What follows belongs to an exercise in optimizing a design on an open flow for small area, a short achievable clock period and few clock cycles per item; a production flow would make more cautious choices.
RTL that was checked went through simulation tests only; none was proved equivalent to the original.
Only the layout flow was run in runs 1 to 3; the RTL was not checked for function there.

--- flow/run.sh ---
#!/bin/bash
# synth_recipe.tcl (not shown) runs the flow's synth.tcl, then flattens the netlist and writes it again
# the make line also repeats each setting of config.mk as NAME=value (left out here)
make -C /OpenROAD-flow-scripts/flow DESIGN_CONFIG=/design/flow/config.mk WORK_HOME=/design/flow/orfs CLKGATE_MAP_FILE= SYNTH_SCRIPT=/design/flow/synth_recipe.tcl finish
--- flow/config.mk ---
export PLATFORM = sky130hd
export DESIGN_NAME = epoch_seconds_to_calendar_top
export DESIGN_NICKNAME = epoch_seconds_to_calendar_top
export VERILOG_FILES = /design/flow/design.v
export SDC_FILE = /design/flow/constraint.sdc
export NUM_CORES = 4
export LEC_CHECK = 0
export ABC_CLOCK_PERIOD_IN_PS = 5000
export CAP_MARGIN = 20
export CORE_MARGIN = 2
export CORE_UTILIZATION = 40
export SETUP_SLACK_MARGIN = 5
export SLEW_MARGIN = 20
--- flow/constraint.sdc ---
create_clock -name core_clock -period 11.0 [get_ports {clk}]
set_input_delay 2.2000 -clock core_clock [delete_from_list [all_inputs] [get_ports {clk}]]
set_output_delay 2.2000 -clock core_clock [all_outputs]
set_load 0.01 [all_outputs]
--- flow/design.v ---
`default_nettype none
package esc_pkg;
  localparam int unsigned SecondsW = 6;
  localparam int unsigned MinutesW = 6;
  localparam int unsigned HoursW   = 5;
  localparam int unsigned WeekdayW = 3;
  localparam int unsigned YearW    = 8;
  localparam int unsigned MonthW   = 4;
  localparam int unsigned DayW     = 5;
  localparam int unsigned EpochW   = 32;
  localparam int unsigned DaysW    = 16;
  localparam logic [5:0] SecsPerMin   = 6'd60;
  localparam logic [5:0] MinsPerHour  = 6'd60;
  localparam logic [5:0] HoursPerDay  = 6'd24;
  localparam logic [5:0] DaysPerWeek  = 6'd7;
  localparam logic [YearW-1:0] CenturySkipOff = 8'd130;
  localparam logic [MonthW-1:0] LastMonthIdx  = 4'd11;
  localparam logic [MonthW-1:0] FebIdx        = 4'd1;
  function automatic logic is_leap(input logic [YearW-1:0] year_off);
    is_leap = (year_off[1:0] == 2'd2) && (year_off != CenturySkipOff);
  endfunction
  function automatic logic [8:0] year_len(input logic [YearW-1:0] year_off);
    year_len = is_leap(year_off) ? 9'd366 : 9'd365;
  endfunction
  function automatic logic [4:0] month_len(input logic [MonthW-1:0] idx,
                                           input logic leap);
    logic [4:0] len;
    case (idx)
      4'd0:    len = 5'd31;
      4'd1:    len = leap ? 5'd29 : 5'd28;
      4'd2:    len = 5'd31;
      4'd3:    len = 5'd30;
      4'd4:    len = 5'd31;
      4'd5:    len = 5'd30;
      4'd6:    len = 5'd31;
      4'd7:    len = 5'd31;
      4'd8:    len = 5'd30;
      4'd9:    len = 5'd31;
      4'd10:   len = 5'd30;
      default: len = 5'd31;
    endcase
    month_len = len;
  endfunction
  function automatic logic [WeekdayW-1:0] weekday_of(input logic [2:0] r);
    logic [WeekdayW-1:0] wd;
    case (r)
      3'd0:    wd = 3'd5;
      3'd1:    wd = 3'd6;
      3'd2:    wd = 3'd7;
      3'd3:    wd = 3'd1;
      3'd4:    wd = 3'd2;
      3'd5:    wd = 3'd3;
      3'd6:    wd = 3'd4;
      default: wd = 3'd1;
    endcase
    weekday_of = wd;
  endfunction
endpackage
`default_nettype wire
`default_nettype none
module epoch_seconds_to_calendar_top (
  input  wire logic        clk,
  input  wire logic        rst,
  input  wire logic        din_valid,
  output wire logic        din_ready,
  input  wire logic [31:0] din_epoch_seconds,
  output wire logic        dout_valid,
  input  wire logic        dout_ready,
  output wire logic [5:0]  dout_second_of_minute,
  output wire logic [5:0]  dout_minute_of_hour,
  output wire logic [4:0]  dout_hour_of_day,
  output wire logic [2:0]  dout_weekday,
  output wire logic [7:0]  dout_year_offset,
  output wire logic [3:0]  dout_month_number,
  output wire logic [4:0]  dout_day_of_month
);
  logic adv;
  logic v1, v2, v3, v4;
  assign adv       = !v4 || dout_ready;
  assign din_ready = adv;
  logic [24:0] x0;
  logic [18:0] a0, a1, a2, a3, a4, a5, a6;
  logic [18:0] s1, c1, s2, c2, s3, c3, s4, c4, s5, c5;
  assign x0 = din_epoch_seconds[31:7];
  assign a0 = 19'(x0[24:7]);
  assign a1 = 19'(x0[24:8]);
  assign a2 = 19'(x0[24:13]);
  assign a3 = 19'(x0[24:17]);
  assign a4 = 19'(x0[24:19]);
  assign a5 = 19'(x0[24:20]);
  assign a6 = 19'(x0[24:21]);
  assign s1 = a0 ^ a1 ^ a2;
  assign c1 = ((a0 & a1) | (a0 & a2) | (a1 & a2)) << 1;
  assign s2 = a3 ^ a4 ^ a5;
  assign c2 = ((a3 & a4) | (a3 & a5) | (a4 & a5)) << 1;
  assign s3 = s1 ^ c1 ^ s2;
  assign c3 = ((s1 & c1) | (s1 & s2) | (c1 & s2)) << 1;
  assign s4 = s3 ^ c3 ^ c2;
  assign c4 = ((s3 & c3) | (s3 & c2) | (c3 & c2)) << 1;
  assign s5 = s4 ^ c4 ^ a6;
  assign c5 = ((s4 & c4) | (s4 & a6) | (c4 & a6)) << 1;
  logic [3:0] lo0;
  assign lo0 = {1'b0, s5[2:0]} + {1'b0, c5[2:0]};
  logic [15:0] r1_s, r1_c;
  logic        r1_ci;
  logic [17:0] r1_lo;      
  logic [15:0] s2_qe;
  logic [10:0] s2_r;       
  logic        s2_c;
  logic [9:0]  s2_rem;
  logic        s2_g;       
  logic [5:0]  r1_qb;
  logic [5:0]  s2_q4e;
  logic [11:0] s2_l;
  logic [11:0] s2_rp;
  assign s2_qe  = r1_s + r1_c + {15'd0, r1_ci};
  assign s2_r   = r1_lo[17:7] - ({s2_qe[1:0], 9'd0} + {s2_qe[3:0], 7'd0} + {s2_qe[5:0], 5'd0}
                                 + {s2_qe[9:0], 1'd0} + s2_qe[10:0]);
  assign s2_c   = (s2_r >= 11'd675);
  assign s2_rem = s2_c ? 10'(s2_r - 11'd675) : s2_r[9:0];
  assign s2_g   = (s2_qe >= 16'd47541) || ((s2_qe == 16'd47540) && s2_c);
  assign r1_qb  = s2_qe[15:10];
  assign s2_q4e[0] = 64'h6da4b6d24b6d24b6 >> r1_qb & 1'b1;
  assign s2_q4e[1] = 64'h71c738e38c71c738 >> r1_qb & 1'b1;
  assign s2_q4e[2] = 64'h81f83f03f07e07c0 >> r1_qb & 1'b1;
  assign s2_q4e[3] = 64'hfe003ffc007ff800 >> r1_qb & 1'b1;
  assign s2_q4e[4] = 64'h00003fffff800000 >> r1_qb & 1'b1;
  assign s2_q4e[5] = 64'hffffc00000000000 >> r1_qb & 1'b1;
  assign s2_l[0] = 64'h925b492db492db49 >> r1_qb & 1'b1;
  assign s2_l[1] = 64'h8e38c71c738e38c7 >> r1_qb & 1'b1;
  assign s2_l[2] = 64'h13a3762e44ecdc89 >> r1_qb & 1'b1;
  assign s2_l[3] = 64'h7198cee2339dc447 >> r1_qb & 1'b1;
  assign s2_l[4] = 64'h62237733bb111889 >> r1_qb & 1'b1;
  assign s2_l[5] = 64'h7c3c783c3c1e1f0e >> r1_qb & 1'b1;
  assign s2_l[6] = 64'h1264c912748d3b46 >> r1_qb & 1'b1;
  assign s2_l[7] = 64'h9c4771dc4711dc77 >> r1_qb & 1'b1;
  assign s2_l[8] = 64'he0787e1f87e1e078 >> r1_qb & 1'b1;
  assign s2_l[9] = 64'h9224c9324c9324c9 >> r1_qb & 1'b1;
  assign s2_l[10] = 64'he3b88e2388e2388e >> r1_qb & 1'b1;
  assign s2_l[11] = 64'h6e6446ee446ee446 >> r1_qb & 1'b1;
  assign s2_rp  = s2_qe[11:0] + s2_l;
  logic [5:0] s2_w1;
  logic [3:0] s2_w2;
  logic [2:0] s2_wq;
  assign s2_w1 = 6'd4 + {3'd0, s2_qe[2:0]} + {3'd0, s2_qe[5:3]} + {3'd0, s2_qe[8:6]}
               + {3'd0, s2_qe[11:9]} + {3'd0, s2_qe[14:12]} + {5'd0, s2_qe[15]};
  assign s2_w2 = {1'b0, s2_w1[5:3]} + {1'b0, s2_w1[2:0]};
  assign s2_wq = (s2_w2 >= 4'd7) ? 3'(s2_w2 - 4'd7) : s2_w2[2:0];
  logic [11:0] r2_rp;
  logic        r2_c;
  logic        r2_g;
  logic [5:0]  r2_q4e;
  logic [16:0] r2_sod;
  logic [2:0]  r2_wq;
  logic [11:0] s3_r;       
  logic [6:0]  s3_n;
  logic [2:0]  s3_nn;      
  logic [8:0]  s3_off;
  logic [8:0]  s3_doy;
  logic [7:0]  s3_ya;      
  assign s3_r = r2_rp + {10'd0, r2_c & r2_g, r2_c ^ r2_g};
  assign s3_n[0] = (s3_r >= 12'd365);
  assign s3_n[1] = (s3_r >= 12'd730);
  assign s3_n[2] = (s3_r >= 12'd1095);
  assign s3_n[3] = (s3_r >= 12'd1461);
  assign s3_n[4] = (s3_r >= 12'd1826);
  assign s3_n[5] = (s3_r >= 12'd2191);
  assign s3_n[6] = (s3_r >= 12'd2556);
  always_comb begin
    s3_nn = 3'd0;
    for (int i = 0; i < 7; i++) if (s3_n[i]) s3_nn = 3'(i + 1);
  end
  always_comb begin
    case (s3_nn)
      3'd0: s3_off = 9'd0;
      3'd1: s3_off = 9'd365;
      3'd2: s3_off = 9'd218;
      3'd3: s3_off = 9'd71;
      3'd4: s3_off = 9'd437;
      3'd5: s3_off = 9'd290;
      3'd6: s3_off = 9'd143;
      3'd7: s3_off = 9'd508;
      default: s3_off = 9'd0;
    endcase
  end
  assign s3_doy = s3_r[8:0] - s3_off;
  assign s3_ya  = {r2_q4e, 2'd0} + {5'd0, s3_nn} - 8'd2;
  logic [2:0] s3_w4;
  logic [2:0] s3_wd;
  assign s3_w4 = r2_wq + {2'd0, r2_c};
  assign s3_wd = (s3_w4 == 3'd7) ? 3'd1 : s3_w4 + 3'd1;
  logic [5:0]  s3_ha;
  logic [4:0]  s3_he;
  logic [8:0]  s3_l2;
  logic [8:0]  s3_hr;      
  logic        s3_hc;
  logic [7:0]  s3_hrem;
  assign s3_ha = r2_sod[16:11];
  assign s3_he[0] = 64'hc99b366cd9b366cc >> s3_ha & 1'b1;
  assign s3_he[1] = 64'hf1e3c78f1e3c78f0 >> s3_ha & 1'b1;
  assign s3_he[2] = 64'h01fc07f01fc07f00 >> s3_ha & 1'b1;
  assign s3_he[3] = 64'h01fff8001fff8000 >> s3_ha & 1'b1;
  assign s3_he[4] = 64'h01ffffffe0000000 >> s3_ha & 1'b1;
  assign s3_l2[0] = 64'hc99b366cd9b366cc >> s3_ha & 1'b1;
  assign s3_l2[1] = 64'h3878f1e3c78f1e3c >> s3_ha & 1'b1;
  assign s3_l2[2] = 64'hf807f01fc07f01fc >> s3_ha & 1'b1;
  assign s3_l2[3] = 64'hf8000fffc000fffc >> s3_ha & 1'b1;
  assign s3_l2[4] = 64'hf80000003ffffffc >> s3_ha & 1'b1;
  assign s3_l2[5] = 64'hce64c993264c9930 >> s3_ha & 1'b1;
  assign s3_l2[6] = 64'h0f870e1c3870e1c0 >> s3_ha & 1'b1;
  assign s3_l2[7] = 64'h0ff80fe03f80fe00 >> s3_ha & 1'b1;
  assign s3_l2[8] = 64'hc664c66ce64c66cc >> s3_ha & 1'b1;
  assign s3_hr   = r2_sod[12:4] + s3_l2;
  assign s3_hc   = (s3_hr >= 9'd225);
  assign s3_hrem = s3_hc ? 8'(s3_hr - 9'd225) : s3_hr[7:0];
  logic [8:0]  r3_doy;
  logic [7:0]  r3_ya;
  logic [2:0]  r3_wd;
  logic [4:0]  r3_h;
  logic [9:0]  r3_z;       
  logic [1:0]  r3_s;
  logic [11:1] t;
  logic [3:0]  s4_mp;
  logic [4:0]  s4_cum;     
  logic [3:0]  s4_month;
  assign t[1] = (r3_doy >= 9'd31);
  assign t[2] = (r3_doy >= 9'd61);
  assign t[3] = (r3_doy >= 9'd92);
  assign t[4] = (r3_doy >= 9'd122);
  assign t[5] = (r3_doy >= 9'd153);
  assign t[6] = (r3_doy >= 9'd184);
  assign t[7] = (r3_doy >= 9'd214);
  assign t[8] = (r3_doy >= 9'd245);
  assign t[9] = (r3_doy >= 9'd275);
  assign t[10] = (r3_doy >= 9'd306);
  assign t[11] = (r3_doy >= 9'd337);
  always_comb begin
    s4_mp = 4'd0;
    for (int i = 1; i <= 11; i++) if (t[i]) s4_mp = 4'(i);
  end
  always_comb begin
    case (s4_mp)
      4'd0: begin s4_cum = 5'd31; s4_month = 4'd3; end
      4'd1: begin s4_cum = 5'd30; s4_month = 4'd4; end
      4'd2: begin s4_cum = 5'd28; s4_month = 4'd5; end
      4'd3: begin s4_cum = 5'd27; s4_month = 4'd6; end
      4'd4: begin s4_cum = 5'd25; s4_month = 4'd7; end
      4'd5: begin s4_cum = 5'd24; s4_month = 4'd8; end
      4'd6: begin s4_cum = 5'd23; s4_month = 4'd9; end
      4'd7: begin s4_cum = 5'd21; s4_month = 4'd10; end
      4'd8: begin s4_cum = 5'd20; s4_month = 4'd11; end
      4'd9: begin s4_cum = 5'd18; s4_month = 4'd12; end
      4'd10: begin s4_cum = 5'd17; s4_month = 4'd1; end
      4'd11: begin s4_cum = 5'd16; s4_month = 4'd2; end
      default: begin s4_cum = 5'd0; s4_month = 4'd0; end
    endcase
  end
  logic [6:0]  s4_ma;
  logic [5:0]  s4_me;
  logic [4:0]  s4_l3;
  logic [4:0]  s4_mr;      
  logic        s4_mc;
  assign s4_ma = r3_z[9:3];
  assign s4_me[0] = 128'hcc999933326664ccc999933326664ccc >> s4_ma & 1'b1;
  assign s4_me[1] = 128'hf0e1e1c3c387870f0e1e1c3c387870f0 >> s4_ma & 1'b1;
  assign s4_me[2] = 128'h00fe01fc03f807f00fe01fc03f807f00 >> s4_ma & 1'b1;
  assign s4_me[3] = 128'h00fffe0003fff8000fffe0003fff8000 >> s4_ma & 1'b1;
  assign s4_me[4] = 128'h00fffffffc0000000fffffffc0000000 >> s4_ma & 1'b1;
  assign s4_me[5] = 128'h00fffffffffffffff000000000000000 >> s4_ma & 1'b1;
  assign s4_l3[0] = 128'hcc999933326664ccc999933326664ccc >> s4_ma & 1'b1;
  assign s4_l3[1] = 128'hf0e1e1c3c387870f0e1e1c3c387870f0 >> s4_ma & 1'b1;
  assign s4_l3[2] = 128'h00fe01fc03f807f00fe01fc03f807f00 >> s4_ma & 1'b1;
  assign s4_l3[3] = 128'h00fffe0003fff8000fffe0003fff8000 >> s4_ma & 1'b1;
  assign s4_l3[4] = 128'hcc6666ccce6664ccc6666ccce6664ccc >> s4_ma & 1'b1;
  assign s4_mr = r3_z[4:0] + s4_l3;
  assign s4_mc = (s4_mr >= 5'd15);
  logic [5:0]  r4_sec;
  logic [5:0]  r4_min;
  logic [4:0]  r4_hour;
  logic [2:0]  r4_wd;
  logic [7:0]  r4_year;
  logic [3:0]  r4_month;
  logic [4:0]  r4_day;
  assign dout_valid            = v4;
  assign dout_second_of_minute = r4_sec;
  assign dout_minute_of_hour   = r4_min;
  assign dout_hour_of_day      = r4_hour;
  assign dout_weekday          = r4_wd;
  assign dout_year_offset      = r4_year;
  assign dout_month_number     = r4_month;
  assign dout_day_of_month     = r4_day;
  always_ff @(posedge clk) begin
    if (rst) begin
      v1 <= 1'b0;
      v2 <= 1'b0;
      v3 <= 1'b0;
      v4 <= 1'b0;
    end else if (adv) begin
      v1 <= din_valid;
      v2 <= v1;
      v3 <= v2;
      v4 <= v3;
    end
  end
  always_ff @(posedge clk) begin
    if (adv) begin
      r1_s     <= s5[18:3];
      r1_c     <= c5[18:3];
      r1_ci    <= lo0[3];
      r1_lo    <= din_epoch_seconds[17:0];
      r2_rp    <= s2_rp;
      r2_c     <= s2_c;
      r2_g     <= s2_g;
      r2_q4e   <= s2_q4e;
      r2_sod   <= {s2_rem, r1_lo[6:0]};
      r2_wq    <= s2_wq;
      r3_doy   <= s3_doy;
      r3_ya    <= s3_ya;
      r3_wd    <= s3_wd;
      r3_h     <= s3_he + {4'd0, s3_hc};
      r3_z     <= {s3_hrem, r2_sod[3:2]};
      r3_s     <= r2_sod[1:0];
      r4_sec   <= {(s4_mc ? 4'(s4_mr - 5'd15) : s4_mr[3:0]), r3_s};
      r4_min   <= s4_me + {5'd0, s4_mc};
      r4_hour  <= r3_h;
      r4_wd    <= r3_wd;
      r4_year  <= r3_ya + {7'd0, t[10]};
      r4_month <= s4_month;
      r4_day   <= r3_doy[4:0] - s4_cum;
    end
  end
endmodule
`default_nettype wire
==> flow_summary.yaml, run 1 <==
status:
  status: "complete, no violations"
drt:
  drc: 0
  postRouteWirelength_mm: 34.32
  dr.pass1.iters: 8
  vias: 11879
  wire_per_inst_um: 15.49
  detail-route-antenna-nets: 0
  vias_per_cell: 5.361
  first_iter_violations: 1021
worst_setup_path:
  cp_slowest_cell: "fa_1"
  critPathTopFamily: "adder cells"
  max_stage_delay_ns: 0.52
  r2r_start: "r1_s[0]"
  arrival_ns: 6.40
  start_kind: "register"
  crit_buf_inv: 7
  endpoint_kind: "register"
  crit_start: "r1_s[0]"
  path_class: "register to register"
  crit_fanout: 3
  required_ns: 11.20
die:
  initial_core_util_pct: 40.72
  fp.dieW_um: 203.1
  dieHeight_um: 203.1
  row_count: 72
  pin_count: 75
  core-area_mm2: 0.03892
  die-area_mm2: 0.04123
global_routing:
  grt_max_degree: 91
  antenna_found_initial: 0
  grt_pass1_vias: 11402
  track_usage_pct: 16.63
  met2_usage_pct: 28.33
  grtUsageMet1_pct: 21.36
  busiest_layer: "met2"
  grt_overflow_total: 0
  grt_pass1_wl_mm: 56.04
  grt_use_met3_pct: 2.825
clocking:
  htreeDepth: 4
  cts_buffers: 17
  clk_pin_slew_ns: 0.07
  clock_latency_ns: 0.45
  clock_path_buffers: 2
  root_buffer: "clkbuf_16"
  numClockSinks: 169
  cts_tree: "done"
timing:
  slew_violations: 0
  finalHoldViolCount: 0
  layout_min_cycle_time_ns: 6.194
  worst_slew_margin_rel_pct: 27.09
  setup_ws_ns: 4.806
  final.period_utilization_pct: 56.31
  max_clock_freq_mhz: 161.4
  finalSetupTns_ns: 0
  grt_setup_unrepaired: "yes"
  final.setup_skew_ns: 0.01526
  tightest_slew_ns: 1.091
  setup_viol: 0
hold_path:
  worstHoldStart: "r3_s[1]"
  hold_path.class: "register to register"
layout:
  drive_above_1_share_pct: 8.598
  nets: 1997
  antenna_cells: 0
  fillers: 3675
  final_common_cell: "ha_1"
  final_cell_mix: "ha_1, inv_1, edfxtp_1"
  syn2layout_area_growth_pct: 15.28
  multi_input_area_mm2: 0.01016
  ff_latch_area_mm2: 0.005035
  fin_util_pct: 46.95
synthesis:
  synthCells: 1622
  synthesis.area_mm2: 0.01585
  seq_area_frac_synth_pct: 31.77
  yosysWarnings: 1
  synth.distinct_cells: 78
  ys_seq_elements: 169
  async_flop_share_pct: 0
  yosysTopAreaCell: "edfxtp_1"
  synth.avg_cell_area_um2: 9.771
  synth.area.top_cells: "edfxtp_1, ha_1, fa_1"
  synth_top_cell_area_share_pct: 31.26
  synth_edf_count: 165
  synth_ff_type: "edfxtp_1"
  syn-num-nets: 1934
place:
  pre_cts_ws_ns: 3.938
  port_buffers: 74
  hpwlAfterDp_mm: 24.35
  gp_congestion: 0.8670
flow_run:
  drv_cap: 0
[cell type report]
| class | instances | share of cell area (%) |
|---|---|---|
| Sequential cell | 169 | 27.56 |
| Tap cell | 518 | 3.547 |
| Multi-Input combinational cell | 1201 | 55.61 |
| Timing Repair inverter | 1 | 0.02739 |
| Inverter | 186 | 3.972 |
| Clock buffer | 17 | 2.328 |
| Clock inverter | 15 | 1.014 |
| Timing Repair Buffer | 109 | 5.944 |
[synthesized netlist by cell type (4+ instances only)]
master / number
mux2_2: 6
a311oi_1: 4
edfxtp_1: 165
a211oi_1: 19
inv_1: 183
and2_1: 7
dfxtp_1: 4
o21bai_1: 10
nand3b_1: 4
and3_1: 7
or3_1: 9
buf_2: 12
a31oi_1: 16
a221oi_1: 5
a21oi_1: 120
buf_1: 8
a21o_1: 25
fa_1: 68
o221ai_1: 4
ha_1: 208
nor3_1: 30
mux2i_1: 25
nand3_1: 42
o211ai_1: 24
o21ai_0: 107
xor2_1: 48
nor2b_1: 12
a2111oi_0: 8
mux4_2: 6
o311ai_0: 11
nand2b_1: 18
nand4_1: 7
o22ai_1: 4
xnor2_1: 72
o21a_1: 12
o31a_1: 6
clkbuf_1: 47
o31ai_1: 4
nor2_1: 101
nand2_1: 94
[registers in the layout, indices dropped and copies added, names as in the netlist, 2 cells and up]
name and flops:
r3_wd 3, r3_h 5, r1_s 16, r3_ya 8, r4_sec 6, r3_doy 9, r2_sod 17, r4_day 5
r2_rp 12, r1_lo 18, r1_c 16, r4_year 8, r2_q4e 6, r3_s 2, r4_hour 5, r4_min 6
r4_wd 3, r2_wq 3, r4_month 4, r3_z 10
[kinds of logic (layout without fill, tap and decap cells)]
| family | after synthesis | after routing | share of synthesized area [%] |
|---|---|---|---|
| fa+ha+maj | 276 | 276 | 25.01 |
| xor+xnor | 124 | 124 | 7.302 |
| buf+inv | 255 | 328 | 6.181 |
| flops | 169 | 169 | 31.77 |
| mux | 37 | 37 | 2.858 |
| compound gates | 416 | 418 | 16.65 |
| simple gates | 345 | 346 | 10.23 |
[layer usage]
metal	wire (um)	vias up
met5	0	-
met4	759	0
met3	1625	48
met2	16350	303
met1	15580	5611
li1	-	5917
[path summary, 6_finish.rpt]
kind / slack, ns / to / cells after the start
worst max-delay path: 4.81 / r2_wq[1] / 25
worst min-delay path: 0.42 / r4_sec[1] / 0
worst max register to register: 4.81 / r2_wq[1] / 25
worst min register to register: 0.42 / r4_sec[1] / 0
[per-stage QoR]
step,cells,hold WS [ns],cell area (um^2)
after floorplan,1622,0.4003,15890
after global placement,2154,0.4015,17070
after detailed placement,2154,0.4054,17070
after CTS,2200,0.4233,17930
after global routing,2216,0.4254,18270
final,2216,0.4225,18270
[timing repair]
| action | in CTS | in global routing |
|---|---|---|
| endpoints found under the setup margin | 16 | 23 |
| resized for setup | 32 | 40 |
| buffers inserted | 11 | 13 |
| gates cloned | 3 | 2 |
| pin swaps | 11 | 9 |
| hold buffers | 0 | 0 |
==> run 2, diff against run 1 <==
--- a/flow/config.mk
+++ b/flow/config.mk
@@ -5,7 +5,6 @@
 export SDC_FILE = /design/flow/constraint.sdc
 export NUM_CORES = 4
 export LEC_CHECK = 0
-export ABC_CLOCK_PERIOD_IN_PS = 5000
 export CAP_MARGIN = 20
 export CORE_MARGIN = 2
 export CORE_UTILIZATION = 40
==> run 2 against run 1 <==
Net effect:
- synthesized cell count unchanged
- die area unchanged
- via count unchanged
- synthesized area did not move
- clock-buffer cell count unchanged
- non-clock buffer count unchanged
- maximum frequency unchanged
- sequential share of layout area unchanged
- wire length unchanged
- critical path type unchanged
- highest routed layer unchanged
==> flow_summary.yaml, run 2 <==
synthesis:
  synth_top_cell_area_share_pct: 31.26
  synth.area.top_cells: "edfxtp_1, ha_1, fa_1"
  yosysTopAreaCell: "edfxtp_1"
  synth_edf_count: 165
  synthCells: 1622
  synth.avg_cell_area_um2: 9.771
  async_flop_share_pct: 0
  yosysMostFrequentCell: "ha_1"
  syn-num-nets: 1934
  seq_area_frac_synth_pct: 31.77
  synth_ff_type: "edfxtp_1"
  synthTopCellsByCount: "ha_1, inv_1, edfxtp_1"
  yosysWarnings: 1
  synth.distinct_cells: 78
  synthesis.area_mm2: 0.01585
  ys_seq_elements: 169
worst_setup_path:
  max_stage_delay_ns: 0.52
  rr_worst_depth: 25
  crit_buf_inv: 7
  crit_fanout: 3
  r2r-end: "r2_wq[1]"
  endpoint_kind: "register"
  crit_path_end: "r2_wq[1]"
  required_ns: 11.20
  r2r_setup_slack_ns: 4.81
  cp_slowest_cell: "fa_1"
  critPathTopFamily: "adder cells"
  arrival_ns: 6.40
  path_class: "register to register"
  r2r_start: "r1_s[0]"
  path_depth: 25
  start_kind: "register"
  crit_start: "r1_s[0]"
layout:
  syn2layout_area_growth_pct: 15.28
  fillers: 3675
  reg_top3: "r1_lo x18, r2_sod x17"
  design_area_mm2: 0.01827
  final_cell_mix: "ha_1, inv_1, edfxtp_1"
  drive_above_1_share_pct: 8.598
  final_common_cell: "ha_1"
  nets: 1997
  top_register: "r1_lo"
  largest_register_ffs: 18
  antenna_cells: 0
  fin_util_pct: 46.95
die:
  fp.dieW_um: 203.1
  initial_core_util_pct: 40.72
  row_count: 72
  dieHeight_um: 203.1
  die-area_mm2: 0.04123
  core-area_mm2: 0.03892
  pin_count: 75
drt:
  wire_per_inst_um: 15.49
  vias: 11879
  dr.pass1.iters: 8
  drc: 0
  detail-route-antenna-nets: 0
  first_iter_violations: 1021
  vias_per_cell: 5.361
  postRouteWirelength_mm: 34.32
clocking:
  root_buffer: "clkbuf_16"
  cts_buffers: 17
  numClockSinks: 169
  clk_pin_slew_ns: 0.07
  clock_latency_ns: 0.45
  htreeDepth: 4
  cts_tree: "done"
  clock_path_buffers: 2
timing:
  finalSetupTns_ns: 0
  max_clock_freq_mhz: 161.4
  final.setup_skew_ns: 0.01526
  finalHoldViolCount: 0
  grt_setup_unrepaired: "yes"
  tightest_slew_ns: 1.091
  setup_viol: 0
  final.period_utilization_pct: 56.31
  worst_slew_margin_rel_pct: 27.09
  layout_min_cycle_time_ns: 6.194
  slew_violations: 0
global_routing:
  grt_pass1_wl_mm: 56.04
  track_usage_pct: 16.63
  grt_use_met3_pct: 2.825
  met2_usage_pct: 28.33
  grt_overflow_total: 0
  grt_pass1_vias: 11402
  grt_max_degree: 91
  grtUsageMet1_pct: 21.36
  busiest_layer: "met2"
  antenna_found_initial: 0
place:
  port_buffers: 74
  placed_area_mm2: 0.01707
  gp_congestion: 0.8670
  hpwlAfterDp_mm: 24.35
status:
  status: "complete, no violations"
flow_run:
  drv_cap: 0
hold_path:
  whs_path_depth: 0
  hold_path.class: "register to register"
[run 2: cell counts in the layout (fill, tap and decap cells not counted)]
Identical to the previous run, type by type.
[run 2: worst min-delay path by stage]
| stage | startpoint | slack [ns] | endpoint |
|---|---|---|---|
| 2_1_floorplan | r1_lo[0] | 0.40 | r2_sod[0] |
| 4_1_cts | r1_lo[4] | 0.42 | r2_sod[4] |
| 3_5_place_dp | r1_lo[0] | 0.41 | r2_sod[0] |
| 3_3_place_gp | r2_sod[1] | 0.40 | r3_s[1] |
| 6_report | r3_s[1] | 0.42 | r4_sec[1] |
| 5_1_grt | r1_lo[0] | 0.43 | r2_sod[0] |
[run 2: cell families after synthesis]
family | synth area share (%)
flip-flops | 31.77
adder cells (fa/ha/maj) | 25.01
buffers and inverters | 6.181
XOR/XNOR | 7.302
multiplexers | 2.858
AO/OA/AOI/OAI | 16.65
AND/OR/NAND/NOR | 10.23
[run 2: cell type report]
class	instances	area (um^2)	share of cell area (%)
Clock buffer	17	425.4	2.328
Clock inverter	15	185.2	1.014
Inverter	186	725.7	3.972
Multi-Input combinational cell	1201	10160	55.61
Sequential cell	169	5035	27.56
Tap cell	518	648.1	3.547
Timing Repair Buffer	109	1086	5.944
Timing Repair inverter	1	5.005	0.02739
[run 2: what timing repair did]
item,CTS,global route
buffers inserted,11,13
pin swaps,11,9
gates resized for setup,32,40
gates cloned,3,2
hold buffers,0,0
hold endpoints to repair,0,0
setup endpoints to repair,16,23
[run 2: layer usage]
metal | wire, um | vias up
li1 | - | 5917
met1 | 15580 | 5611
met2 | 16350 | 303
met3 | 1625 | 48
met4 | 759 | 0
met5 | 0 | -
[run 2: metrics by stage]
step / setup WS [ns] / cells / hold WS, ns
global placement: 4.052 / 2154 / 0.4015
detailed placement: 3.938 / 2154 / 0.4054
floorplan: 4.468 / 1622 / 0.4003
CTS: 4.815 / 2200 / 0.4233
global route: 4.657 / 2216 / 0.4254
finish: 4.806 / 2216 / 0.4225
==> run 3, diff against run 2 <==
--- a/flow/design.v
+++ b/flow/design.v
@@ -75,8 +75,8 @@
   output wire logic [4:0]  dout_day_of_month
 );
   logic adv;
-  logic v1, v2, v3, v4;
-  assign adv       = !v4 || dout_ready;
+  logic v1, v2, v3;
+  assign adv       = !v3 || dout_ready;
   assign din_ready = adv;
   logic [24:0] x0;
   logic [18:0] a0, a1, a2, a3, a4, a5, a6;
@@ -139,13 +139,19 @@
   assign s2_l[10] = 64'he3b88e2388e2388e >> r1_qb & 1'b1;
   assign s2_l[11] = 64'h6e6446ee446ee446 >> r1_qb & 1'b1;
   assign s2_rp  = s2_qe[11:0] + s2_l;
-  logic [5:0] s2_w1;
-  logic [3:0] s2_w2;
-  logic [2:0] s2_wq;
-  assign s2_w1 = 6'd4 + {3'd0, s2_qe[2:0]} + {3'd0, s2_qe[5:3]} + {3'd0, s2_qe[8:6]}
-               + {3'd0, s2_qe[11:9]} + {3'd0, s2_qe[14:12]} + {5'd0, s2_qe[15]};
-  assign s2_w2 = {1'b0, s2_w1[5:3]} + {1'b0, s2_w1[2:0]};
-  assign s2_wq = (s2_w2 >= 4'd7) ? 3'(s2_w2 - 4'd7) : s2_w2[2:0];
+  function automatic logic [2:0] add7(input logic [2:0] a, input logic [2:0] b);
+    logic [3:0] t;
+    t = {1'b0, a} + {1'b0, b};
+    add7 = t[2:0] + {2'd0, t[3]};
+  endfunction
+  logic [2:0] s2_wa, s2_wb, s2_wc, s2_wd, s2_we, s2_wf, s2_wq;
+  assign s2_wa = add7(add7(r1_s[2:0], r1_s[5:3]), add7(r1_s[8:6], r1_s[11:9]));
+  assign s2_wb = add7(add7(r1_c[2:0], r1_c[5:3]), add7(r1_c[8:6], r1_c[11:9]));
+  assign s2_wc = add7(r1_s[14:12], r1_c[14:12]);
+  assign s2_wd = 3'd4 + {2'd0, r1_ci} + {2'd0, r1_s[15]} + {2'd0, r1_c[15]};
+  assign s2_we = add7(s2_wa, s2_wb);
+  assign s2_wf = add7(s2_wc, s2_wd);
+  assign s2_wq = add7(s2_we, s2_wf);
   logic [11:0] r2_rp;
   logic        r2_c;
   logic        r2_g;
@@ -187,7 +193,7 @@
   assign s3_ya  = {r2_q4e, 2'd0} + {5'd0, s3_nn} - 8'd2;
   logic [2:0] s3_w4;
   logic [2:0] s3_wd;
-  assign s3_w4 = r2_wq + {2'd0, r2_c};
+  assign s3_w4 = add7(r2_wq, {2'd0, r2_c});
   assign s3_wd = (s3_w4 == 3'd7) ? 3'd1 : s3_w4 + 3'd1;
   logic [5:0]  s3_ha;
   logic [4:0]  s3_he;
@@ -274,32 +280,23 @@
   assign s4_l3[4] = 128'hcc6666ccce6664ccc6666ccce6664ccc >> s4_ma & 1'b1;
   assign s4_mr = r3_z[4:0] + s4_l3;
   assign s4_mc = (s4_mr >= 5'd15);
-  logic [5:0]  r4_sec;
-  logic [5:0]  r4_min;
-  logic [4:0]  r4_hour;
-  logic [2:0]  r4_wd;
-  logic [7:0]  r4_year;
-  logic [3:0]  r4_month;
-  logic [4:0]  r4_day;
-  assign dout_valid            = v4;
-  assign dout_second_of_minute = r4_sec;
-  assign dout_minute_of_hour   = r4_min;
-  assign dout_hour_of_day      = r4_hour;
-  assign dout_weekday          = r4_wd;
-  assign dout_year_offset      = r4_year;
-  assign dout_month_number     = r4_month;
-  assign dout_day_of_month     = r4_day;
+  assign dout_valid            = v3;
+  assign dout_second_of_minute = {(s4_mc ? 4'(s4_mr - 5'd15) : s4_mr[3:0]), r3_s};
+  assign dout_minute_of_hour   = s4_me + {5'd0, s4_mc};
+  assign dout_hour_of_day      = r3_h;
+  assign dout_weekday          = r3_wd;
+  assign dout_year_offset      = r3_ya + {7'd0, t[10]};
+  assign dout_month_number     = s4_month;
+  assign dout_day_of_month     = r3_doy[4:0] - s4_cum;
   always_ff @(posedge clk) begin
     if (rst) begin
       v1 <= 1'b0;
       v2 <= 1'b0;
       v3 <= 1'b0;
-      v4 <= 1'b0;
     end else if (adv) begin
       v1 <= din_valid;
       v2 <= v1;
       v3 <= v2;
-      v4 <= v3;
     end
   end
   always_ff @(posedge clk) begin
@@ -320,13 +317,6 @@
       r3_h     <= s3_he + {4'd0, s3_hc};
       r3_z     <= {s3_hrem, r2_sod[3:2]};
       r3_s     <= r2_sod[1:0];
-      r4_sec   <= {(s4_mc ? 4'(s4_mr - 5'd15) : s4_mr[3:0]), r3_s};
-      r4_min   <= s4_me + {5'd0, s4_mc};
-      r4_hour  <= r3_h;
-      r4_wd    <= r3_wd;
-      r4_year  <= r3_ya + {7'd0, t[10]};
-      r4_month <= s4_month;
-      r4_day   <= r3_doy[4:0] - s4_cum;
     end
   end
 endmodule
==> run 3 against run 2 <==
Net effect:
- still clean
- sequential cell count shrank 38
- die area shrank 2.5%
==> flow_summary.yaml, run 3 <==
status:
  status: "complete, no violations"
place:
  hpwlAfterDp_mm: 26.02
  gp_congestion: 0.8812
  port_buffers: 74
  placed_area_mm2: 0.01666
worst_setup_path:
  endpoint_kind: "output port"
  path_class: "register to output port"
  arrival_ns: 4.35
  r2r-end: "r2_rp[10]"
  crit_chain: "inv_4 -> ha_4 -> inv_4 -> ha_4 -> mux4_2 -> mux4_2 -> inv_2 -> fa_2 -> inv_2 -> ha_4 -> o21ai_1 -> nor2_1 -> nor2_2 -> inv_2 -> ha_4 -> nand3_4 -> nor3b_2 -> xnor2_1 -> buf_2"
  r2r_setup_slack_ns: 5.12
  max_stage_delay_ns: 0.53
  crit_path_frequent_cell: "ha_4"
  start_kind: "register"
  required_ns: 8.80
  rr_worst_depth: 27
  cp_slowest_cell: "mux4_2"
  crit_fanout: 4
  r2r_start: "r1_ci"
synthesis:
  synth.distinct_cells: 92
  synthCells: 1633
  seq_area_frac_synth_pct: 25.29
  async_flop_share_pct: 0
  syn-num-nets: 1982
  synthesis.area_mm2: 0.01544
  synth_top_cell_area_share_pct: 24.90
  yosysWarnings: 1
  yosysMostFrequentCell: "ha_1"
  ys_seq_elements: 131
  synth_edf_count: 128
  synth.avg_cell_area_um2: 9.454
  synth.area.top_cells: "edfxtp_1, ha_1, fa_1"
  yosysTopAreaCell: "edfxtp_1"
  synth_ff_type: "edfxtp_1"
  synthTopCellsByCount: "ha_1, inv_1, edfxtp_1"
global_routing:
  grt_pass1_vias: 12262
  antenna_found_initial: 0
  grt_overflow_total: 0
  grt_max_degree: 65
  track_usage_pct: 18.05
  grt_pass1_wl_mm: 59.86
layout:
  largest_register_ffs: 18
  top_register: "r1_lo"
  syn2layout_area_growth_pct: 18.58
  final_cell_mix: "ha_1, inv_1, edfxtp_1"
  design_area_mm2: 0.01831
  reg_top3: "r1_lo x18, r2_sod x17"
  final_common_cell: "ha_1"
  drive_above_1_share_pct: 15.18
  nets: 2095
  antenna_cells: 0
timing:
  worst_slew_margin_rel_pct: 36.66
  final.period_utilization_pct: 59.53
  max_clock_freq_mhz: 152.7
  finalHoldViolCount: 0
  tightest_slew_ns: 0.9491
  setup_viol: 0
  finalSetupTns_ns: 0
  final.setup_skew_ns: 0.01157
  slew_violations: 0
  grt_setup_unrepaired: "yes"
  layout_min_cycle_time_ns: 6.549
clocking:
  clock_path_buffers: 2
  numClockSinks: 131
  htreeDepth: 4
  cts_tree: "done"
  cts_buffers: 17
  clock_latency_ns: 0.44
  clk_pin_slew_ns: 0.06
  root_buffer: "clkbuf_16"
  holdBufCountCts: 0
hold_path:
  worstHoldStart: "r2_sod[2]"
  hold_path.class: "register to register"
  min_to: "r3_z[0]"
  whs_path_depth: 0
die:
  fp.dieW_um: 200.5
  die-area_mm2: 0.04018
  dieHeight_um: 200.5
  core-area_mm2: 0.03784
  row_count: 71
  initial_core_util_pct: 40.80
  pin_count: 75
drt:
  vias_per_cell: 5.528
  vias: 12548
  first_iter_violations: 978
  drc: 0
  wire_per_inst_um: 16.17
  detail-route-antenna-nets: 0
  dr.pass1.iters: 6
  postRouteWirelength_mm: 36.70
flow_run:
  drv_cap: 0
-- run 3: changes by cell type in the layout (fill, tap and decap cells not counted), sizes merged, moves of 14 or more --
cell	change
buf	+59
edfxtp	-37
inv	-21
ha	+38
xnor2	+26
nand3	-14
o21ai	-15
a21o	+17
clkdlybuf4s50	-14
a21oi	-18
nand2	+26
xor2	-14
-- run 3: kinds of logic (layout without fill, tap and decap cells) --
kind of cell / count (synthesis) / count (layout) / synth area share, %
adder cells (fa/ha/maj): 314 / 314 / 28.69
AO/OA/AOI/OAI: 409 / 409 / 17.25
flip-flops: 131 / 131 / 25.29
XOR/XNOR: 136 / 136 / 8.056
AND/OR/NAND/NOR: 389 / 392 / 12.33
multiplexers: 26 / 26 / 2.585
buffers and inverters: 228 / 351 / 5.811
-- run 3: worst max-delay path by stage --
| stage | startpoint | end | cells after the start |
|---|---|---|---|
| after global placement | r3_z[6] | dout_minute_of_hour[4] | 18 |
| final | r3_z[4] | dout_minute_of_hour[5] | 19 |
| after CTS | r3_z[4] | dout_minute_of_hour[5] | 20 |
| after global routing | r3_z[4] | dout_minute_of_hour[5] | 23 |
| after detailed placement | r3_z[6] | dout_minute_of_hour[5] | 21 |
| after floorplan | dout_ready | din_ready | 2 |
-- run 3: area by class of cell --
class	count	area [um^2]
Fill cell	3533	19540
Multi-Input combinational cell	1277	11200
Sequential cell	131	3904
Timing Repair Buffer	154	1319
Inverter	165	645.6
Tap cell	511	639.4
Clock buffer	17	425.4
Clock inverter	15	170.2
-- run 3: critical path: cells and delay by family, from the launching register on --
kind | cells | cell delay (ns)
fa+ha+maj | 5 | 1.07
mux | 2 | 0.98
buf+inv | 6 | 0.62
flops | 1 | 0.51
simple gates | 4 | 0.49
xor+xnor | 1 | 0.16
compound gates | 1 | 0.08
-- run 3: timing repair --
action / in CTS / in global routing
cloned: 3 / 0
setup buffers: 41 / 30
pin swaps: 19 / 43
setup endpoints to repair: 25 / 31
gates resized for setup: 114 / 72
-- run 3: stage by stage --
step | hold slack, ns | instances | setup slack, ns | utilization, %
floorplan | 0.4003 | 1633 | 4.961 | -
global placement | 0.4023 | 2164 | 3.747 | 44.02
detailed placement | 0.4054 | 2164 | 3.525 | 44.02
CTS | 0.4214 | 2240 | 4.608 | 47.07
global route | 0.4239 | 2270 | 4.299 | 48.38
finish | 0.4186 | 2270 | 4.451 | 48.38
-- run 3: per-layer routing --
layer	global-route usage, %	part of all wire (%)	wire length [um]
met5	0	0	0
met4	6.111	2.6	937
met3	3.295	5.3	1959
met2	31.13	49	17840
met1	22.75	43	15960
==> run 4, diff against run 3 <==
--- a/flow/design.v
+++ b/flow/design.v
@@ -99,12 +99,10 @@
   assign c4 = ((s3 & c3) | (s3 & c2) | (c3 & c2)) << 1;
   assign s5 = s4 ^ c4 ^ a6;
   assign c5 = ((s4 & c4) | (s4 & a6) | (c4 & a6)) << 1;
-  logic [3:0] lo0;
-  assign lo0 = {1'b0, s5[2:0]} + {1'b0, c5[2:0]};
-  logic [15:0] r1_s, r1_c;
-  logic        r1_ci;
+  logic [18:0] p0;
+  assign p0 = s5 + c5;
+  logic [15:0] r1_qe;
   logic [17:0] r1_lo;      
-  logic [15:0] s2_qe;
   logic [10:0] s2_r;       
   logic        s2_c;
   logic [9:0]  s2_rem;
@@ -113,7 +111,8 @@
   logic [5:0]  s2_q4e;
   logic [11:0] s2_l;
   logic [11:0] s2_rp;
-  assign s2_qe  = r1_s + r1_c + {15'd0, r1_ci};
+  logic [15:0] s2_qe;
+  assign s2_qe  = r1_qe;
   assign s2_r   = r1_lo[17:7] - ({s2_qe[1:0], 9'd0} + {s2_qe[3:0], 7'd0} + {s2_qe[5:0], 5'd0}
                                  + {s2_qe[9:0], 1'd0} + s2_qe[10:0]);
   assign s2_c   = (s2_r >= 11'd675);
@@ -144,14 +143,10 @@
     t = {1'b0, a} + {1'b0, b};
     add7 = t[2:0] + {2'd0, t[3]};
   endfunction
-  logic [2:0] s2_wa, s2_wb, s2_wc, s2_wd, s2_we, s2_wf, s2_wq;
-  assign s2_wa = add7(add7(r1_s[2:0], r1_s[5:3]), add7(r1_s[8:6], r1_s[11:9]));
-  assign s2_wb = add7(add7(r1_c[2:0], r1_c[5:3]), add7(r1_c[8:6], r1_c[11:9]));
-  assign s2_wc = add7(r1_s[14:12], r1_c[14:12]);
-  assign s2_wd = 3'd4 + {2'd0, r1_ci} + {2'd0, r1_s[15]} + {2'd0, r1_c[15]};
-  assign s2_we = add7(s2_wa, s2_wb);
-  assign s2_wf = add7(s2_wc, s2_wd);
-  assign s2_wq = add7(s2_we, s2_wf);
+  logic [2:0] s2_wa, s2_wb, s2_wq;
+  assign s2_wa = add7(add7(s2_qe[2:0], s2_qe[5:3]), s2_qe[8:6]);
+  assign s2_wb = add7(add7(s2_qe[11:9], s2_qe[14:12]), 3'd4 + {2'd0, s2_qe[15]});
+  assign s2_wq = add7(s2_wa, s2_wb);
   logic [11:0] r2_rp;
   logic        r2_c;
   logic        r2_g;
@@ -301,9 +296,7 @@
   end
   always_ff @(posedge clk) begin
     if (adv) begin
-      r1_s     <= s5[18:3];
-      r1_c     <= c5[18:3];
-      r1_ci    <= lo0[3];
+      r1_qe    <= p0[18:3];
       r1_lo    <= din_epoch_seconds[17:0];
       r2_rp    <= s2_rp;
       r2_c     <= s2_c;
--- a/flow/config.mk
+++ b/flow/config.mk
@@ -7,6 +7,6 @@
 export LEC_CHECK = 0
 export CAP_MARGIN = 20
 export CORE_MARGIN = 2
-export CORE_UTILIZATION = 40
+export CORE_UTILIZATION = 60
 export SETUP_SLACK_MARGIN = 5
 export SLEW_MARGIN = 20
==> run 4 against run 3 <==
Net effect:
- still clean on timing, DRC and antenna
- register-to-register slack gained 0.35 ns
- non-clock buffer count grew 14
- clock-buffer cell count grew 5
- sequential cell count shrank 17
- die area shrank 39%
- design area shrank 8.9%
==> flow_summary.yaml, run 4 <==
status:
  status: "complete, no violations"
timing:
  setup_viol: 0
  layout_min_cycle_time_ns: 6.452
  tightest_slew_ns: 1.003
  worst_slew_margin_rel_pct: 32.84
  slew_violations: 0
  finalSetupTns_ns: 0
  grt_setup_unrepaired: "yes"
  max_clock_freq_mhz: 155.0
  final.setup_skew_ns: 0.01111
  finalHoldViolCount: 0
  final.period_utilization_pct: 58.65
layout:
  largest_register_ffs: 18
  drive_above_1_share_pct: 17.81
  final_common_cell: "ha_1"
  ff_latch_area_mm2: 0.003393
  multi_input_area_mm2: 0.01027
  antenna_cells: 0
  syn2layout_area_growth_pct: 18.63
  finalNonFillerCells: 1981
  top_register: "r1_lo"
  fillers: 1803
  final_cell_mix: "ha_1, inv_1, edfxtp_1"
  nets: 1963
  fin_util_pct: 71.69
  reg_top3: "r1_lo x18, r2_sod x17, r1_qe x16"
synthesis:
  synth.avg_cell_area_um2: 9.219
  yosysWarnings: 1
  synth-compound-area-share_pct: 19.65
  synthMuxAreaShare_pct: 2.848
  synth_edf_count: 111
  synth-simple-area-share_pct: 11.14
  synthCells: 1525
  synth_top_family_by_area: "adder cells"
  synth_ff_type: "edfxtp_1"
  synthAdderAreaFrac_pct: 27.96
  ys_seq_elements: 114
  synth.area.top_cells: "edfxtp_1, ha_1, fa_1"
  synthTopCellsByCount: "ha_1, inv_1, edfxtp_1"
  yosysTopAreaCell: "edfxtp_1"
  syn-num-nets: 1839
  synth_top_cell_area_share_pct: 23.71
  synthesis.area_mm2: 0.01406
  yosysMostFrequentCell: "ha_1"
  synth.distinct_cells: 96
  async_flop_share_pct: 0
  synthXorXnorAreaFrac_pct: 7.957
  seq_area_frac_synth_pct: 24.14
drt:
  dr.pass1.iters: 5
  detail-route-antenna-nets: 0
  first_iter_violations: 677
  drc: 0
  wire_per_inst_um: 15.97
  vias: 11385
  vias_per_cell: 5.747
  postRouteWirelength_mm: 31.65
place:
  gp_congestion: 0.9008
  dp_cells: 1866
  port_buffers: 74
  hpwlAfterDp_mm: 21.74
worst_setup_path:
  required_ns: 8.80
  r2r-end: "r3_doy[8]"
  critPathTopFamily: "buffers and inverters"
  r2r_start: "r2_c"
  start_kind: "register"
  cp_slowest_cell: "edfxtp_1"
  crit_fanout: 7
  arrival_ns: 4.25
  crit_buf_inv: 13
  crit_path_frequent_cell: "buf_4"
  rr_worst_depth: 20
  endpoint_kind: "output port"
  r2r_setup_slack_ns: 5.47
  path_class: "register to output port"
  crit_chain: "inv_4 -> ha_4 -> mux4_2 -> and2_1 -> a211oi_2 -> a21oi_2 -> buf_4 -> buf_4 -> buf_4 -> buf_4 -> buf_4 -> buf_4 -> buf_4 -> buf_4 -> buf_4 -> buf_4 -> buf_4 -> ha_4 -> ha_4 -> nand3_2 -> xor2_2 -> buf_2"
  max_stage_delay_ns: 0.50
clocking:
  root_buffer: "clkbuf_16"
  htreeDepth: 4
  clock_path_buffers: 2
  clk_pin_slew_ns: 0.05
  cts_tree: "done"
  numClockSinks: 114
  holdBufCountCts: 0
  clock_latency_ns: 0.42
  cts_buffers: 17
die:
  dieHeight_um: 157.1
  row_count: 56
  core-area_mm2: 0.02326
  die-area_mm2: 0.02467
  pin_count: 75
  fp.dieW_um: 157.1
  initial_core_util_pct: 60.43
global_routing:
  grt_overflow_total: 0
  grt_max_degree: 78
  antenna_found_initial: 0
  grt_pass1_vias: 10861
  track_usage_pct: 25.79
  grt_pass1_wl_mm: 51.73
flow_run:
  drv_cap: 0
hold_path:
  whs_path_depth: 0
  worstHoldStart: "r2_sod[0]"
  min_to: "r3_s[0]"
  hold_path.class: "register to register"
## run 4: cell count changes after synthesis, moves of 14 or more
cell / previous run / this run
edfxtp_1: 128 / 111
ha_1: 246 / 219
nand2_1: 118 / 104
nor2_1: 104 / 90
nor3_1: 37 / 19
o21ai_0: 83 / 97
xnor2_1: 98 / 83
## run 4: cell families after synthesis
logic type               Yosys count
AO/OA/AOI/OAI                    417
AND/OR/NAND/NOR                  332
adder cells (fa/ha/maj)          279
buffers and inverters            229
XOR/XNOR                         123
flip-flops                       114
multiplexers                      31
## run 4: worst register-to-register path, delay by kind of cell, from the launching register on
family | cells | cell delay (ns)
simple gates | 2 | 0.15
flops | 1 | 0.40
compound gates | 10 | 2.28
xor+xnor | 3 | 0.66
fa+ha+maj | 5 | 1.81
## run 4: how the worst max path moves through the flow
| stage | startpoint | endpoint | slack [ns] | depth (start not counted) |
|---|---|---|---|---|
| after global placement | din_epoch_seconds[28] | r1_qe[15] | 4.02 | 16 |
| after global routing | r3_z[9] | dout_minute_of_hour[5] | 4.41 | 20 |
| final | r3_z[4] | dout_minute_of_hour[4] | 4.55 | 22 |
| after floorplan | din_epoch_seconds[26] | r1_qe[15] | 4.91 | 15 |
| after detailed placement | din_epoch_seconds[28] | r1_qe[15] | 3.95 | 16 |
| after CTS | r3_z[4] | dout_minute_of_hour[4] | 4.67 | 23 |
## run 4: layer usage
metal,GRT usage [%],part of all wire [%],vias to the layer above
li1,-,-,5679
met1,33.78,45,5400
met2,44.65,49,259
met3,3.607,3.8,47
met4,7.489,2.0,0
met5,0,0,-
## run 4: stage by stage
step | area, um^2 | hold slack, ns | setup slack, ns
after detailed placement | 15110 | 0.4045 | 3.954
after global placement | 15110 | 0.4017 | 4.018
after floorplan | 14160 | 0.4003 | 4.912
after global routing | 16680 | 0.4248 | 4.415
after CTS | 16290 | 0.4169 | 4.667
final | 16680 | 0.4158 | 4.548
## run 4: layout make-up
| class | count | share of cell area [%] |
|---|---|---|
| tap | 319 | 2.393 |
| timing repair buffer | 168 | 8.283 |
| clock buffer | 22 | 2.783 |
| clock inverter | 10 | 0.8028 |
| timing repair inverter | 1 | 0.03001 |
| inverter | 165 | 3.766 |
| sequential | 114 | 20.35 |
| multi-input combinational | 1182 | 61.60 |
## run 4: what timing repair did
action,CTS,global route
setup endpoints to repair,27,28
pin swaps,42,50
hold endpoints to repair,0,0
cloned,1,0
setup buffers,59,23
gates resized for setup,176,72
Testbench counts of run 4, summed over its fixed seeds: cycles 8,024, items 8,000.
==> run 5, diff against run 4 <==
--- a/flow/config.mk
+++ b/flow/config.mk
@@ -7,6 +7,6 @@
 export LEC_CHECK = 0
 export CAP_MARGIN = 20
 export CORE_MARGIN = 2
-export CORE_UTILIZATION = 60
+export CORE_UTILIZATION = 40
 export SETUP_SLACK_MARGIN = 5
 export SLEW_MARGIN = 20
==> run 5 against run 4 <==
Net effect:
- final cell count rose by 6.5%
- design area rose by 0.35%
- largest cell class unchanged
- utilization fell by 23 points
- wire length rose by 0.72%
- still clean on timing, DRC and antenna
- maximum frequency fell by 0.83%
- highest routed layer unchanged
- global-route usage fell by 8.0 points
- critical endpoint is now dout_minute_of_hour[5]
- clock-buffer cell count fell by 1
==> flow_summary.yaml, run 5 <==
worst_setup_path:
  r2r_setup_slack_ns: 5.58
  r2r-end: "r3_doy[8]"
  crit_fanout: 5
  crit_start: "r3_z[4]"
  cp_slowest_cell: "mux4_2"
  max_stage_delay_ns: 0.53
  r2r_start: "r2_c"
  rr_worst_depth: 22
  required_ns: 8.80
  start_kind: "register"
  arrival_ns: 4.31
  path_class: "register to output port"
  critPathTopFamily: "multiplexers"
  endpoint_kind: "output port"
  crit_buf_inv: 6
  crit_chain: "inv_4 -> ha_4 -> buf_6 -> xnor2_2 -> mux4_2 -> mux4_2 -> inv_2 -> fa_2 -> inv_2 -> ha_4 -> o21ai_2 -> nor2_2 -> nor2_2 -> inv_2 -> ha_4 -> nand3_4 -> nor3b_4 -> xnor2_1 -> buf_2"
  path_depth: 19
synthesis:
  synth_top_cell_area_share_pct: 23.71
  yosysTopAreaCell: "edfxtp_1"
  synth.distinct_cells: 96
  synthTopCellsByCount: "ha_1, inv_1, edfxtp_1"
  seq_area_frac_synth_pct: 24.14
  synth_ff_type: "edfxtp_1"
  synth_edf_count: 111
  async_flop_share_pct: 0
  synth.area.top_cells: "edfxtp_1, ha_1, fa_1"
  ys_seq_elements: 114
  yosysWarnings: 1
  synthesis.area_mm2: 0.01406
  syn-num-nets: 1839
  yosysMostFrequentCell: "ha_1"
  synthCells: 1525
  synth.avg_cell_area_um2: 9.219
hold_path:
  hold_path.class: "register to register"
  min_to: "r3_s[1]"
  whs_path_depth: 0
  worstHoldStart: "r2_sod[1]"
timing:
  max_clock_freq_mhz: 153.7
  worst_slew_margin_rel_pct: 42.89
  tightest_slew_ns: 0.8567
  layout_min_cycle_time_ns: 6.506
  grt_setup_unrepaired: "yes"
  slew_violations: 0
  finalHoldViolCount: 0
  final.period_utilization_pct: 59.14
  setup_viol: 0
  finalSetupTns_ns: 0
  final.setup_skew_ns: 0.01412
layout:
  top_register: "r1_lo"
  finalNonFillerCells: 2110
  syn2layout_area_growth_pct: 19.04
  reg_top3: "r1_lo x18, r2_sod x17, r1_qe x16"
  drive_above_1_share_pct: 16.68
  final_cell_mix: "ha_1, inv_1, edfxtp_1"
  antenna_cells: 0
  nets: 1956
  largest_register_ffs: 18
  final_common_cell: "ha_1"
  fin_util_pct: 48.45
drt:
  wire_per_inst_um: 15.11
  postRouteWirelength_mm: 31.87
  detail-route-antenna-nets: 0
  vias_per_cell: 5.361
  drc: 0
  dr.pass1.iters: 5
  first_iter_violations: 557
  vias: 11311
clocking:
  clock_path_buffers: 2
  root_buffer: "clkbuf_16"
  clock_latency_ns: 0.44
  clk_pin_slew_ns: 0.05
  htreeDepth: 4
  cts_buffers: 17
  cts_tree: "done"
  holdBufCountCts: 0
  numClockSinks: 114
die:
  row_count: 68
  fp.dieW_um: 191.5
  core-area_mm2: 0.03454
  dieHeight_um: 191.5
  pin_count: 75
  initial_core_util_pct: 40.70
  die-area_mm2: 0.03666
place:
  port_buffers: 74
  gp_congestion: 0.8546
  hpwlAfterDp_mm: 22.67
  dp_cells: 2001
global_routing:
  grt_max_degree: 65
  track_usage_pct: 17.81
  antenna_found_initial: 0
  grt_pass1_vias: 11004
  grt_overflow_total: 0
  grt_pass1_wl_mm: 53.12
flow_run:
  drv_cap: 0
status:
  status: "complete, no violations"
run 5: cell count changes in the layout (fill, tap and decap cells not counted), sizes merged:
cell	previous run	this run
clkinv	7	8
clkbuf	23	26
clkinvlp	4	3
buf	122	113
dlymetal6s2s	0	1
dlygate4sd2	2	0
run 5: cell type report:
class | instances | area [um^2]
clock buffers | 21 | 440.4
clock inverters | 11 | 137.6
fillers | 3188 | 17810
inverters | 165 | 628.1
multi-input cells | 1182 | 10230
flip-flops and latches | 114 | 3393
well taps | 455 | 569.3
repair buffers | 162 | 1335
run 5: metal layers:
layer  part of all wire [%]  up-vias  routed length, um  GRT usage (%)
met3                    3.8       36               1205          2.368
met5                      0        -                  0              0
met1                     47     5332              14870          23.49
li1                       -     5687                  -              -
met2                     48      256              15190          29.99
met4                    1.9        0                604          5.976
run 5: metrics by stage:
step | cell area, um^2 | hold WS (ns) | setup WS (ns)
3_3_place_gp | 15280 | 0.4032 | 4.027
2_1_floorplan | 14160 | 0.4003 | 4.912
5_1_grt | 16730 | 0.4203 | 4.319
6_report | 16730 | 0.4171 | 4.494
3_5_place_dp | 15280 | 0.4079 | 3.955
4_1_cts | 16390 | 0.4203 | 4.658
run 5: timing repair:
action	CTS	global route
gates resized for setup	160	85
setup buffers	53	24
pin swaps	30	52
endpoints found under the setup margin	25	26
run 5: worst max path at each step:
stage / to
after floorplan: r1_qe[15]
after global placement: r1_qe[15]
after detailed placement: r1_qe[15]
after CTS: dout_minute_of_hour[5]
after global routing: dout_minute_of_hour[5]
final: dout_minute_of_hour[5]
run 5: logic make-up after synthesis:
group                      after synthesis  share of synthesized area, %
buffers and inverters                  229                         6.301
DFF                                    114                         24.14
xor gates and xnor gates               123                         7.957
adders and majority gates              279                         27.96
muxes                                   31                         2.848
and+or+nand+nor                        332                         11.14
AOI/OAI and AO/OA                      417                         19.65
run 5: worst register-to-register path, stage by stage (launching register included):
cell      delay [ns]
edfxtp_1        0.43
ha_1            0.32
ha_1            0.22
fa_1            0.54
xor2_1          0.37
and3_1          0.24
o21ai_0         0.09
a41oi_1         0.23
o21bai_1        0.16
nor3_1          0.22
o22a_1          0.19
o21a_1          0.18
ha_1            0.27
a21o_1          0.21
fa_1            0.43
nand2_1         0.09
nand2_1         0.05
a21oi_1         0.20
o21bai_1        0.09
a21oi_1         0.22
o21ai_0         0.14
xor2_1          0.16
xnor2_1         0.13

-- separate check: timing with driven ports --
The flow's constraints put no driver on any port. The routed layouts listed below were extracted and timed again, unchanged, in two steps.
Step 1 sets driving cells, clkbuf_16 on the clock port and buf_2 on the other inputs (assumed; they add their load-dependent delay and slew).
Step 2 also shifts input and output timing later by t, the mid clock arrival at the registers, as if the neighbouring blocks saw the same clock.
Three values: no drivers, after step 1, after step 2; two values: the first two.
| run | t, ns | setup slack, ns | worst setup path after step 2 | slew at the worst register clock pin (ns) |
|---|---|---|---|---|
| run 1 | 0.498 | 4.806 / 4.806 / 4.806 | register to register | 0.08 / 0.08 |
| run 2 | 0.498 | 4.806 / 4.806 / 4.806 | register to register | 0.08 / 0.08 |
| run 3 | 0.486 | 4.451 / 4.402 / 4.889 | register to output | 0.07 / 0.07 |
| run 4 | 0.460 | 4.548 / 4.502 / 4.675 | input to register | 0.06 / 0.06 |
| run 5 | 0.482 | 4.494 / 4.445 / 4.620 | input to register | 0.06 / 0.06 |
After both steps every run listed still meets setup and hold.
